Context: an optimization exercise on an open-source flow, tuned for small area and a short achievable clock period. The choices shown serve that exercise and are no tape-out recipe.
Where RTL was checked, it was by simulation tests only, not by an equivalence proof against the original.

==> 08-02 <==
==> flow/design.v (excerpt) <==
module decode_stage #(
  parameter int XLEN  = 32,
  parameter int NREGS = 32
) (
  input  logic            clk,
  input  logic            rst,
  input  logic            in_valid,
  output logic            in_ready,
  input  logic [31:0]     in_instr,
  input  logic [XLEN-1:0] in_pc,
  input  logic            flush,
  input  logic            wb_en,
  input  logic [4:0]      wb_rd,
  input  logic [XLEN-1:0] wb_data,
  output logic            out_valid,
  input  logic            out_ready,
  output logic [XLEN-1:0] out_pc,
  output logic [XLEN-1:0] out_rs1_data,
  output logic [XLEN-1:0] out_rs2_data,
  output logic [XLEN-1:0] out_imm,
  output logic [4:0]      out_rs1,
  output logic [4:0]      out_rs2,
  output logic [4:0]      out_rd,
  output logic [3:0]      out_alu_ctrl,
  output logic            out_mul_en,
  output logic            out_branch,
  output logic            out_mem_read,
  output logic            out_mem_to_reg,
  output logic            out_mem_write,
  output logic            out_alu_src,
  output logic            out_reg_write,
  output logic            out_illegal,
  output logic [1:0]      out_jump
);
Settings: LEC_CHECK=0, CAP_MARGIN=20, CORE_MARGIN=2, CORE_UTILIZATION=40, SETUP_SLACK_MARGIN=1.5, SLEW_MARGIN=20, SYNTH_HIERARCHICAL=1, SYNTH_MINIMUM_KEEP_SIZE=0; clock period 6.0 ns.
standard.sh (not shown) runs the stock make flow with config.mk's settings and CLKGATE_MAP_FILE= SYNTH_SCRIPT=/design/flow/synth_recipe.tcl, a recipe that flattens the netlist after the stock synthesis.
==> flow/flow/run.sh <==
#!/bin/bash
# The standard layout (standard.sh, unchanged synthesis) with two extra make settings:
#  - port buffers are plain buf_2 cells instead of the delay buffer buffer_ports picks on its own;
#  - the resizer may change a cell's footprint (sky130hd's config restricts it to the same one).
# make's full output goes to flow_make.log here; each ORFS step logs under orfs/logs/.
set -uo pipefail
bash standard.sh \
  MATCH_CELL_FOOTPRINT=0 \
  "BUFFER_PORTS_ARGS=-buffer_cell sky130_fd_sc_hd__buf_2" \
  finish > flow_make.log 2>&1
status=$?
tail -20 flow_make.log
exit $status
==> 10-25 (differences from 08-02) <==
--- a/flow/design.v
+++ b/flow/design.v
@@ -48,18 +48,18 @@
 endpackage
 module regfile_bypass #(
   parameter int XLEN  = 32,
   parameter int NREGS = 32
 ) (
   input  logic            clk,
   input  logic            rst,
-  input  logic [3:0]      rs1_lo,     
-  input  logic [7:0]      rs1_hi,     
-  input  logic [3:0]      rs2_lo,
-  input  logic [7:0]      rs2_hi,
+  input  logic [4:0]      rs1,
+  input  logic            rs1_use,
+  input  logic [4:0]      rs2,
+  input  logic            rs2_use,
   output logic [XLEN-1:0] rs1_data,
   output logic [XLEN-1:0] rs2_data,
   input  logic            wb_en,
   input  logic [4:0]      wb_rd,
   input  logic [XLEN-1:0] wb_data
 );
   logic [XLEN-1:0]  regs [1:NREGS-1];
@@ -73,16 +73,16 @@
       end
       always_ff @(posedge clk or negedge rst) begin
         if (!rst) vld[i] <= 1'b0;
         else if (wb_en && wb_rd == 5'(i)) vld[i] <= 1'b1;
       end
     end
     for (i = 1; i < NREGS; i++) begin : g_sel
-      assign sel1[i] = rs1_lo[i % 4] && rs1_hi[i / 4] && vld[i];
-      assign sel2[i] = rs2_lo[i % 4] && rs2_hi[i / 4] && vld[i];
+      assign sel1[i] = rs1_use && vld[i] && rs1 == 5'(i);
+      assign sel2[i] = rs2_use && vld[i] && rs2 == 5'(i);
     end
   endgenerate
   localparam int NG = (NREGS - 1) / 3;
   logic [XLEN-1:0] t1 [NG], t2 [NG];
   genvar g, b;
   generate
     for (g = 0; g < NG; g++) begin : g_grp
@@ -188,16 +188,14 @@
                    opcode == decode_pkg::OP_IMM  || opcode == decode_pkg::OP_OP;
   assign use2_in = opcode == decode_pkg::OP_BRANCH || opcode == decode_pkg::OP_STORE ||
                    opcode == decode_pkg::OP_OP;
   logic        hz_q;
   logic [24:0] ir_q;      
   logic [3:0]  cls_q;
   logic [4:0]  rd_q;
-  logic [3:0]  r1lo_q, r2lo_q;
-  logic [7:0]  r1hi_q, r2hi_q;
   assign rd_q   = ir_q[4:0];
   assign hazard = hz_q && ((use1_in && in_instr[19:15] == rd_q) ||
                            (use2_in && in_instr[24:20] == rd_q));
   assign load     = !out_valid || out_ready;
   assign in_ready = load && !hazard && !flush;
   assign hz_in    = opcode == decode_pkg::OP_LOAD && in_instr[11:7] != 5'd0;
   always_ff @(posedge clk or negedge rst) begin
@@ -213,18 +211,14 @@
     end
   end
   always_ff @(posedge clk) begin
     if (load) begin
       out_pc <= in_pc;
       ir_q   <= in_instr[31:7];
       cls_q  <= cls_in;
-      r1lo_q <= use1_in ? 4'(1) << in_instr[16:15] : 4'd0;
-      r1hi_q <= 8'(1) << in_instr[19:17];
-      r2lo_q <= use2_in ? 4'(1) << in_instr[21:20] : 4'd0;
-      r2hi_q <= 8'(1) << in_instr[24:22];
     end
   end
   logic use1_q, use2_q, userd_q;
   logic [2:0] f3_q;
   logic [6:0] f7_q;
   assign f3_q = ir_q[7:5];
   assign f7_q = ir_q[24:18];
@@ -285,18 +279,18 @@
       default: out_illegal = 1'b1;    
     endcase
   end
   assign out_mem_to_reg = out_mem_read;
   regfile_bypass #(.XLEN(XLEN), .NREGS(NREGS)) u_regfile (
     .clk      (clk),
     .rst      (rst),
-    .rs1_lo   (r1lo_q),
-    .rs1_hi   (r1hi_q),
-    .rs2_lo   (r2lo_q),
-    .rs2_hi   (r2hi_q),
+    .rs1      (ir_q[12:8]),
+    .rs1_use  (use1_q),
+    .rs2      (ir_q[17:13]),
+    .rs2_use  (use2_q),
     .rs1_data (out_rs1_data),
     .rs2_data (out_rs2_data),
     .wb_en    (wb_en),
     .wb_rd    (wb_rd),
     .wb_data  (wb_data)
   );
 endmodule
==> results.cfg <==
[grt]
antenna_found_initial = 15
use_met2_pct = 43.2

[place]
placed_cells = 4271

[finish]
mostFrequentLayoutCells = edfxtp_1, a222oi_1, buf_2, nand4_1, clkbuf_16
final_cells = 4527

[sta]
hold_ws_ns = 0.489

[power]
internal_power_mw = 13.0

[yosys]
synth-seq-cells = 1113

[routing]
avgViaCountPerCell = 7.32

[outcome]
status = no timing/DRC/antenna violations
The numbers above come from 08-02.

==> results.cfg <==
[routing]
avgViaCountPerCell = 7.72

[finish]
final_cells = 4512
mostFrequentLayoutCells = edfxtp_1, a222oi_1, buf_2, buf_4, nand4_1

[yosys]
synth-seq-cells = 1089

[grt]
antenna_found_initial = 18
use_met2_pct = 47.1

[power]
internal_power_mw = 12.4

[outcome]
status = no timing/DRC/antenna violations

[sta]
hold_ws_ns = 0.524

[place]
placed_cells = 4107
The numbers above come from 10-25.

For 08-02, only the layout was checked, not whether the RTL still works.

## separate check: timing with driven ports
The results above use ideal ports. As a check the final layouts listed here were re-extracted and re-timed, cells and wires unchanged.
Step 1: set_driving_cell puts a clkbuf_16 on clk and a buf_2 on each other input, an assumption about the parent block.
Step 2 adds t to the input delays and takes it off the output delays; t is the mean of the earliest and latest rising clock arrival at the registers after step 1. Input paths then give back, and output paths get back, about the clock's delay inside the block.
a / b / c = ideal / step 1 / step 2; a / b = the first two.
run | shift t [ns] | setup slack, ns | hold WS [ns] | slew at the worst register clock pin (ns) | worst data-port slew with drivers (ns)
08-02 | 0.763 | 1.382 / 1.314 / 1.965 | 0.489 / 0.489 / 0.489 | 0.07 / 0.07 | 0.11
10-25 | 0.769 | 1.227 / 1.154 / 1.923 | 0.524 / 0.524 / 0.524 | 0.07 / 0.07 | 0.11
After both steps every run listed still meets setup and hold.
